This is an optimization exercise on Yosys and OpenROAD, whose aim is small area, a short achievable clock period and few clock cycles per item, not a production implementation.
Function was checked by simulation only, so behaviour that the tests miss may differ from the original.
Power figures rest on the tool's default switching activity, not on a simulated workload.

==> module proc_alu, before the edit <==
module proc_alu (
    input  logic [31:0] x,         
    input  logic [31:0] y,         
    input  logic        sel_add,   
    input  logic        sel_sh,    
    input  logic [4:0]  k,         
    input  logic        m_all,     
    input  logic        m_zero,    
    input  logic        m_pos,     
    input  logic        c_en,      
    output logic [31:0] result,
    output logic        carry
);
    logic [31:0] p, g, pp, gg, gn, pn;
    logic [31:0] addx;
    logic        cout;
    logic [31:0] rot;
    logic [63:0] dbl;
    logic [31:0] mask;
    always_comb begin
        p  = x ^ y;
        g  = x & y & {32{sel_add}};
        gg = g;
        pp = p;
        for (int d = 1; d < 32; d = d * 2) begin
            for (int i = 0; i < 32; i++) begin
                if (i >= d) begin
                    gn[i] = gg[i] | (pp[i] & gg[i-d]);
                    pn[i] = pp[i] & pp[i-d];
                end else begin
                    gn[i] = gg[i];
                    pn[i] = pp[i];
                end
            end
            gg = gn;
            pp = pn;
        end
        addx = p ^ {gg[30:0], 1'b0};
        cout = gg[31];
        dbl = {x, x} << k;
        rot = dbl[63:32];
        for (int i = 0; i < 32; i++) begin
            mask[i] = m_all | (~m_zero & (m_pos ? (5'(i) >= k) : (5'(i) < k)));
        end
        if (sel_sh) result = rot & mask;
        else        result = addx;
        if (sel_sh) carry = c_en & (m_pos ? rot[0] : rot[31]);
        else        carry = cout;
    end
endmodule
clock: 9.0 ns
lec_check: 0
abc_clock_period_in_ps: 3000
cap_margin: 20
core_margin: 2
core_utilization: 40
cts_cluster_diameter: 100
cts_cluster_size: 22
setup_slack_margin: 5
slew_margin: 20
standard.sh (not shown) runs the stock make flow with config.mk's settings and CLKGATE_MAP_FILE= SYNTH_SCRIPT=/design/flow/synth_recipe.tcl, a recipe that flattens the netlist after the stock synthesis.
==> flow/flow/run.sh <==
#!/bin/bash
# Standard ORFS layout, with repair_timing aiming for more setup slack.
set -euo pipefail
bash standard.sh SETUP_SLACK_MARGIN=6 finish > standard.log 2>&1
Testbench counts at the start, summed over its fixed seeds: cycles 16,032, items 16,000.
Edit:
--- a/flow/design.v
+++ b/flow/design.v
@@ -37,30 +37,10 @@
     output logic        carry
 );
-    logic [31:0] p, g, pp, gg, gn, pn;
-    logic [31:0] addx;
-    logic        cout;
+    logic [32:0] sum;
     logic [31:0] rot;
     logic [63:0] dbl;
     logic [31:0] mask;
     always_comb begin
-        p  = x ^ y;
-        g  = x & y & {32{sel_add}};
-        gg = g;
-        pp = p;
-        for (int d = 1; d < 32; d = d * 2) begin
-            for (int i = 0; i < 32; i++) begin
-                if (i >= d) begin
-                    gn[i] = gg[i] | (pp[i] & gg[i-d]);
-                    pn[i] = pp[i] & pp[i-d];
-                end else begin
-                    gn[i] = gg[i];
-                    pn[i] = pp[i];
-                end
-            end
-            gg = gn;
-            pp = pn;
-        end
-        addx = p ^ {gg[30:0], 1'b0};
-        cout = gg[31];
+        sum = {1'b0, x} + {1'b0, y};
         dbl = {x, x} << k;
         rot = dbl[63:32];
@@ -68,8 +48,10 @@
             mask[i] = m_all | (~m_zero & (m_pos ? (5'(i) >= k) : (5'(i) < k)));
         end
-        if (sel_sh) result = rot & mask;
-        else        result = addx;
-        if (sel_sh) carry = c_en & (m_pos ? rot[0] : rot[31]);
-        else        carry = cout;
+        if (sel_add)     result = sum[31:0];
+        else if (sel_sh) result = rot & mask;
+        else             result = x ^ y;
+        if (sel_add)     carry = sum[32];
+        else if (sel_sh) carry = c_en & (m_pos ? rot[0] : rot[31]);
+        else             carry = 1'b0;
     end
 endmodule
After rerunning: The new run passed the timing, design-rule and antenna checks. Cell count rises by 0.72%. Global-route usage falls by 0.94 points. Clock power rises by about 3%. Utilization rises by 0.11 points. Register-to-register slack loses 70 ps. Routed wire length falls by 2.1%. Sequential power is about the same. Clock skew rises by 15 ps. Via count falls by 0.35%. Worst setup slack loses 69 ps. Power rises by 0.86%. Die area rises by 0.60%. Maximum frequency falls by 2.2%. Clock-buffer cell count falls by 2.
Testbench counts after the change, summed over its fixed seeds: cycles 16,032, items 16,000.


Setup of onyx:
The RTL this note starts from:
==> flow/design.v <==
package proc_pkg;
    localparam logic [3:0] OP_NOP = 4'd0;
    localparam logic [3:0] OP_LD  = 4'd1;
    localparam logic [3:0] OP_STR = 4'd2;
    localparam logic [3:0] OP_BRA = 4'd3;
    localparam logic [3:0] OP_XOR = 4'd4;
    localparam logic [3:0] OP_ADD = 4'd5;
    localparam logic [3:0] OP_ROT = 4'd6;
    localparam logic [3:0] OP_SHF = 4'd7;
    localparam logic [3:0] OP_HLT = 4'd8;
    localparam logic [3:0] OP_CMP = 4'd9;
    localparam logic [2:0] BR_ALWAYS = 3'd0;
    localparam logic [2:0] BR_P      = 3'd1;
    localparam logic [2:0] BR_E      = 3'd2;
    localparam logic [2:0] BR_C      = 3'd3;
    localparam logic [2:0] BR_N      = 3'd4;
    localparam logic [2:0] BR_Z      = 3'd5;
    localparam logic [2:0] BR_NC     = 3'd6;
    localparam logic [2:0] BR_GT     = 3'd7;
    localparam int PSR_C = 0;
    localparam int PSR_P = 1;
    localparam int PSR_E = 2;
    localparam int PSR_N = 3;
    localparam int PSR_Z = 4;
endpackage
module proc_alu (
    input  logic [31:0] x,         
    input  logic [31:0] y,         
    input  logic        sel_add,   
    input  logic        sel_sh,    
    input  logic [4:0]  k,         
    input  logic        m_all,     
    input  logic        m_zero,    
    input  logic        m_pos,     
    input  logic        c_en,      
    output logic [31:0] result,
    output logic        carry
);
    logic [32:0] sum;
    logic [31:0] rot;
    logic [63:0] dbl;
    logic [31:0] mask;
    always_comb begin
        sum = {1'b0, x} + {1'b0, y};
        dbl = {x, x} << k;
        rot = dbl[63:32];
        for (int i = 0; i < 32; i++) begin
            mask[i] = m_all | (~m_zero & (m_pos ? (5'(i) >= k) : (5'(i) < k)));
        end
        if (sel_add)     result = sum[31:0];
        else if (sel_sh) result = rot & mask;
        else             result = x ^ y;
        if (sel_add)     carry = sum[32];
        else if (sel_sh) carry = c_en & (m_pos ? rot[0] : rot[31]);
        else             carry = 1'b0;
    end
endmodule
import proc_pkg::*;
module proc_mc
#(
    parameter  int BUSW   = 32,
    parameter  int RWORDS = 16,
    parameter  int IMMW   = 12,
    parameter  int PSRW   = 5,
    localparam int RINDW  = $clog2(RWORDS)
) (
    input  logic             clk,
    input  logic             rst,
    input  logic             in_valid,
    output logic             in_ready,
    input  logic [3:0]       opcode,
    input  logic             src_is_imm,
    input  logic [IMMW-1:0]  src_op,
    input  logic [RINDW-1:0] dst_op,
    output logic [BUSW-1:0]  res,
    output logic             res_valid,
    output logic [PSRW-1:0]  status,
    output logic             br_taken,
    output logic             halted,
    output logic             illegal
);
    logic [RWORDS-1:0][BUSW-1:0] rf_q;
    logic [RWORDS-1:0]           rfv_q;
    logic             hlt_acc_q;
    logic             a_v_q;
    logic [3:0]       a_op_q;
    logic             a_imm_q;
    logic [IMMW-1:0]  a_src_q;
    logic [RINDW-1:0] a_dst_q;
    logic             acc;
    assign in_ready = ~hlt_acc_q;
    assign acc      = in_valid & ~hlt_acc_q;
    always_ff @(posedge clk or posedge rst) begin
        if (rst) begin
            hlt_acc_q <= 1'b0;
            a_v_q     <= 1'b0;
        end else begin
            hlt_acc_q <= hlt_acc_q | (acc & (opcode == OP_HLT));
            a_v_q     <= acc;
        end
    end
    always_ff @(posedge clk) begin
        a_op_q  <= opcode;
        a_imm_q <= src_is_imm;
        a_src_q <= src_op;
        a_dst_q <= dst_op;
    end
    logic             e_v_q, e_wr_q, e_upd_q, e_bra_q, e_ill_q, e_hlt_q;
    logic [2:0]       e_cond_q;
    logic [RINDW-1:0] e_dst_q;
    logic [BUSW-1:0]  e_x_q, e_y_q;
    logic             e_add_q, e_sh_q, e_mall_q, e_mzero_q, e_mpos_q, e_cen_q;
    logic [4:0]       e_k_q;
    logic             w_v_q, w_wr_q, w_upd_q, w_bra_q, w_ill_q, w_hlt_q, w_c_q;
    logic [2:0]       w_cond_q;
    logic [RINDW-1:0] w_dst_q;
    logic [BUSW-1:0]  w_r_q;
    logic [BUSW-1:0]  alu_res;
    logic             alu_c;
    logic d_ld, d_str, d_bra, d_xor, d_add, d_rot, d_shf, d_hlt, d_cmp, d_ill;
    logic d_wr, d_upd, d_x_reg, d_y_reg;
    logic d_cnt_zero, d_cnt_pos, d_big;
    logic [RINDW-1:0] d_sidx;
    logic [BUSW-1:0]  d_xb, d_yb, d_x, d_y;
    logic [RWORDS-1:0] d_x_sel, d_y_sel;
    logic             d_x_w, d_y_w;
    logic d_x_fe, d_y_fe;
    always_comb begin
        d_ld  = (a_op_q == OP_LD);
        d_str = (a_op_q == OP_STR);
        d_bra = (a_op_q == OP_BRA);
        d_xor = (a_op_q == OP_XOR);
        d_add = (a_op_q == OP_ADD);
        d_rot = (a_op_q == OP_ROT);
        d_shf = (a_op_q == OP_SHF);
        d_hlt = (a_op_q == OP_HLT);
        d_cmp = (a_op_q == OP_CMP);
        d_ill = (a_op_q >= 4'd10);
        d_wr  = d_ld | d_xor | d_add | d_rot | d_shf | d_cmp;
        d_upd = d_wr | d_str;
        d_x_reg = d_str | d_xor | d_add | d_rot | d_shf;
        d_y_reg = (d_ld | d_xor | d_add | d_cmp) & ~a_imm_q;
        d_cnt_zero = (a_src_q == '0);
        d_cnt_pos  = ~a_src_q[IMMW-1] & ~d_cnt_zero;
        d_big      = a_src_q[IMMW-1] ? ((a_src_q[IMMW-2:5] != '1) | (a_src_q[4:0] == '0))
                                     : (a_src_q[IMMW-2:5] != '0);
        d_sidx = a_src_q[RINDW-1:0];
        d_x_w = d_x_reg & w_v_q & w_wr_q & (w_dst_q == a_dst_q);
        d_y_w = d_y_reg & w_v_q & w_wr_q & (w_dst_q == d_sidx);
        for (int r = 0; r < RWORDS; r++) begin
            d_x_sel[r] = d_x_reg & ~d_x_w & rfv_q[r] & (a_dst_q == RINDW'(r));
            d_y_sel[r] = d_y_reg & ~d_y_w & rfv_q[r] & (d_sidx  == RINDW'(r));
        end
        d_xb = {BUSW{d_x_w}} & w_r_q | {BUSW{d_cmp}};
        d_yb = {BUSW{d_y_w}} & w_r_q | ({BUSW{(d_ld | d_xor | d_add | d_cmp) & a_imm_q}} & BUSW'(a_src_q));
        for (int r = 0; r < RWORDS; r++) begin
            d_xb = d_xb | ({BUSW{d_x_sel[r]}} & rf_q[r]);
            d_yb = d_yb | ({BUSW{d_y_sel[r]}} & rf_q[r]);
        end
        d_x_fe = d_x_reg & e_v_q & e_wr_q & (e_dst_q == a_dst_q);
        d_y_fe = d_y_reg & e_v_q & e_wr_q & (e_dst_q == d_sidx);
        d_x = d_x_fe ? alu_res : d_xb;
        d_y = d_y_fe ? alu_res : d_yb;
    end
    always_ff @(posedge clk or posedge rst) begin
        if (rst) begin
            e_v_q <= 1'b0;
        end else begin
            e_v_q <= a_v_q;
        end
    end
    always_ff @(posedge clk) begin
        e_wr_q    <= d_wr;
        e_upd_q   <= d_upd;
        e_bra_q   <= d_bra;
        e_ill_q   <= d_ill;
        e_hlt_q   <= d_hlt;
        e_cond_q  <= a_src_q[2:0];
        e_dst_q   <= a_dst_q;
        e_x_q     <= d_x;
        e_y_q     <= d_y;
        e_add_q   <= d_add;
        e_sh_q    <= d_rot | d_shf;
        e_k_q     <= a_src_q[4:0];
        e_mall_q  <= ~d_shf | d_cnt_zero;
        e_mzero_q <= d_big;
        e_mpos_q  <= d_cnt_pos;
        e_cen_q   <= ~d_cnt_zero & ~(d_shf & d_big);
    end
    proc_alu u_alu (
        .x       (e_x_q),
        .y       (e_y_q),
        .sel_add (e_add_q),
        .sel_sh  (e_sh_q),
        .k       (e_k_q),
        .m_all   (e_mall_q),
        .m_zero  (e_mzero_q),
        .m_pos   (e_mpos_q),
        .c_en    (e_cen_q),
        .result  (alu_res),
        .carry   (alu_c)
    );
    always_ff @(posedge clk or posedge rst) begin
        if (rst) begin
            w_v_q <= 1'b0;
        end else begin
            w_v_q <= e_v_q;
        end
    end
    always_ff @(posedge clk) begin
        w_wr_q   <= e_wr_q;
        w_upd_q  <= e_upd_q;
        w_bra_q  <= e_bra_q;
        w_ill_q  <= e_ill_q;
        w_hlt_q  <= e_hlt_q;
        w_cond_q <= e_cond_q;
        w_dst_q  <= e_dst_q;
        w_r_q    <= alu_res;
        w_c_q    <= alu_c;
    end
    logic [4:0] psr_q, w_flags, w_psr;
    logic       w_cond;
    logic       o_v_q, o_br_q, o_ill_q, halted_q;
    logic [BUSW-1:0] o_res_q;
    logic [4:0] o_st_q;
    always_comb begin
        w_flags        = '0;
        w_flags[PSR_C] = w_c_q;
        w_flags[PSR_P] = ~^w_r_q;
        w_flags[PSR_E] = ~w_r_q[0];
        w_flags[PSR_N] = w_r_q[BUSW-1];
        w_flags[PSR_Z] = (w_r_q == '0);
        w_psr = w_upd_q ? w_flags : psr_q;
        case (w_cond_q)
            BR_ALWAYS: w_cond = 1'b1;
            BR_P:      w_cond = psr_q[PSR_P];
            BR_E:      w_cond = psr_q[PSR_E];
            BR_C:      w_cond = psr_q[PSR_C];
            BR_N:      w_cond = psr_q[PSR_N];
            BR_Z:      w_cond = psr_q[PSR_Z];
            BR_NC:     w_cond = ~psr_q[PSR_C];
            default:   w_cond = ~psr_q[PSR_N] & ~psr_q[PSR_Z];
        endcase
    end
    always_ff @(posedge clk or posedge rst) begin
        if (rst) begin
            psr_q    <= '0;
            rfv_q    <= '0;
            o_v_q    <= 1'b0;
            halted_q <= 1'b0;
        end else begin
            o_v_q <= w_v_q;
            if (w_v_q) begin
                psr_q <= w_psr;
                if (w_wr_q) rfv_q[w_dst_q] <= 1'b1;
                if (w_hlt_q) halted_q <= 1'b1;
            end
        end
    end
    for (genvar r = 0; r < RWORDS; r++) begin : g_rf
        always_ff @(posedge clk) begin
            if (w_v_q && w_wr_q && (w_dst_q == RINDW'(r))) rf_q[r] <= w_r_q;
        end
    end
    always_ff @(posedge clk) begin
        o_res_q <= w_r_q;
        o_st_q  <= w_psr;
        o_br_q  <= w_bra_q & w_cond;
        o_ill_q <= w_ill_q;
    end
    assign res       = o_res_q;
    assign res_valid = o_v_q;
    assign status    = PSRW'(o_st_q);
    assign br_taken  = o_br_q;
    assign illegal   = o_ill_q;
    assign halted    = halted_q;
endmodule
Settings: LEC_CHECK=0, ABC_CLOCK_PERIOD_IN_PS=3000, CAP_MARGIN=20, CORE_MARGIN=2, CORE_UTILIZATION=40, SETUP_SLACK_MARGIN=5, SLEW_MARGIN=20; clock period 9.0 ns.
Scripts as last shown in full above: flow/flow/run.sh
Both conditions hold for onyx: the flow ran to the end and the final layout passed the timing, design-rule and antenna checks.
Testbench counts of onyx, summed over its fixed seeds: cycles 16,032, items 16,000.
The inputs of nickel differ from those of onyx as listed below.
--- a/flow/design.v
+++ b/flow/design.v
@@ -120,11 +120,9 @@
     logic d_ld, d_str, d_bra, d_xor, d_add, d_rot, d_shf, d_hlt, d_cmp, d_ill;
     logic d_wr, d_upd, d_x_reg, d_y_reg;
     logic d_cnt_zero, d_cnt_pos, d_big;
     logic [RINDW-1:0] d_sidx;
-    logic [BUSW-1:0]  d_xb, d_yb, d_x, d_y;
-    logic [RWORDS-1:0] d_x_sel, d_y_sel;
-    logic             d_x_w, d_y_w;
+    logic [BUSW-1:0]  d_xrf, d_yrf, d_xb, d_yb, d_x, d_y;
     logic d_x_fe, d_y_fe;
     always_comb begin
         d_ld  = (a_op_q == OP_LD);
         d_str = (a_op_q == OP_STR);
@@ -144,20 +142,20 @@
         d_cnt_pos  = ~a_src_q[IMMW-1] & ~d_cnt_zero;
         d_big      = a_src_q[IMMW-1] ? ((a_src_q[IMMW-2:5] != '1) | (a_src_q[4:0] == '0))
                                      : (a_src_q[IMMW-2:5] != '0);
         d_sidx = a_src_q[RINDW-1:0];
-        d_x_w = d_x_reg & w_v_q & w_wr_q & (w_dst_q == a_dst_q);
-        d_y_w = d_y_reg & w_v_q & w_wr_q & (w_dst_q == d_sidx);
+        d_xrf  = '0;
+        d_yrf  = '0;
         for (int r = 0; r < RWORDS; r++) begin
-            d_x_sel[r] = d_x_reg & ~d_x_w & rfv_q[r] & (a_dst_q == RINDW'(r));
-            d_y_sel[r] = d_y_reg & ~d_y_w & rfv_q[r] & (d_sidx  == RINDW'(r));
-        end
-        d_xb = {BUSW{d_x_w}} & w_r_q | {BUSW{d_cmp}};
-        d_yb = {BUSW{d_y_w}} & w_r_q | ({BUSW{(d_ld | d_xor | d_add | d_cmp) & a_imm_q}} & BUSW'(a_src_q));
-        for (int r = 0; r < RWORDS; r++) begin
-            d_xb = d_xb | ({BUSW{d_x_sel[r]}} & rf_q[r]);
-            d_yb = d_yb | ({BUSW{d_y_sel[r]}} & rf_q[r]);
-        end
+            d_xrf = d_xrf | ({BUSW{rfv_q[r] & (a_dst_q == RINDW'(r))}} & rf_q[r]);
+            d_yrf = d_yrf | ({BUSW{rfv_q[r] & (d_sidx  == RINDW'(r))}} & rf_q[r]);
+        end
+        if (d_x_reg)      d_xb = (w_v_q & w_wr_q & (w_dst_q == a_dst_q)) ? w_r_q : d_xrf;
+        else if (d_cmp)   d_xb = '1;
+        else              d_xb = '0;
+        if (d_y_reg)      d_yb = (w_v_q & w_wr_q & (w_dst_q == d_sidx)) ? w_r_q : d_yrf;
+        else if ((d_ld | d_xor | d_add | d_cmp)) d_yb = BUSW'(a_src_q);
+        else              d_yb = '0;
         d_x_fe = d_x_reg & e_v_q & e_wr_q & (e_dst_q == a_dst_q);
         d_y_fe = d_y_reg & e_v_q & e_wr_q & (e_dst_q == d_sidx);
         d_x = d_x_fe ? alu_res : d_xb;
         d_y = d_y_fe ? alu_res : d_yb;
==> comparison <==
Per the comparison of nickel with onyx, post-place setup slack has increased; area used by multi-input combinational logic has increased; internal power contribution has decreased; net count after synthesis has increased; number of buffers added by the clock tree synthesis step has decreased.
Status: clock power parity (onyx, nickel)
Lower delay of the slowest cell on the worst path was reported by nickel, not onyx.
The routed wire length on met3 reported for nickel is smaller than that of onyx by 17%.
Comparing nickel and onyx, the higher netlist area before placement was measured on nickel.
onyx has a higher power spent charging and discharging nets than nickel.
Of the two values seen for worst setup path startpoint, hlt_acc_q was produced by nickel and e_k_q[2] by onyx.
Worst path setup slack after routing delta (nickel − onyx): favourable
Testbench counts of nickel, summed over its fixed seeds: cycles 16,032, items 16,000.

## re-timing with driven ports
The results above use ideal ports. As a check the final layouts listed here were re-extracted and re-timed, cells and wires unchanged.
Step 1, drivers: a clkbuf_16 drives clk and a buf_2 each remaining input, both assumed.
Step 2 adds t to the input delays and takes it off the output delays; t is the mean of the earliest and latest rising clock arrival at the registers after step 1. Input paths then give back, and output paths get back, about the clock's delay inside the block.
Three values: ideal ports, drivers, drivers and shift; two values: the first two.
| run | t (ns) | slack for setup (ns) | worst setup path after step 2 |
|---|---|---|---|
| the first run of note 1 | 0.679 | 5.918 / 5.918 / 5.324 | input to register |
| the second run of note 1 | 0.659 | 5.849 / 5.849 / 5.467 | input to register |
| onyx | 0.690 | 5.919 / 5.919 / 5.919 | register to register |
| nickel | 0.699 | 6.002 / 5.937 / 6.016 | register to register |
After both steps setup and hold are still met in every run listed. For the first run of note 1, which loses most, drivers alone change the setup slack by 0.000 ns; drivers and shift together by -0.594 ns.
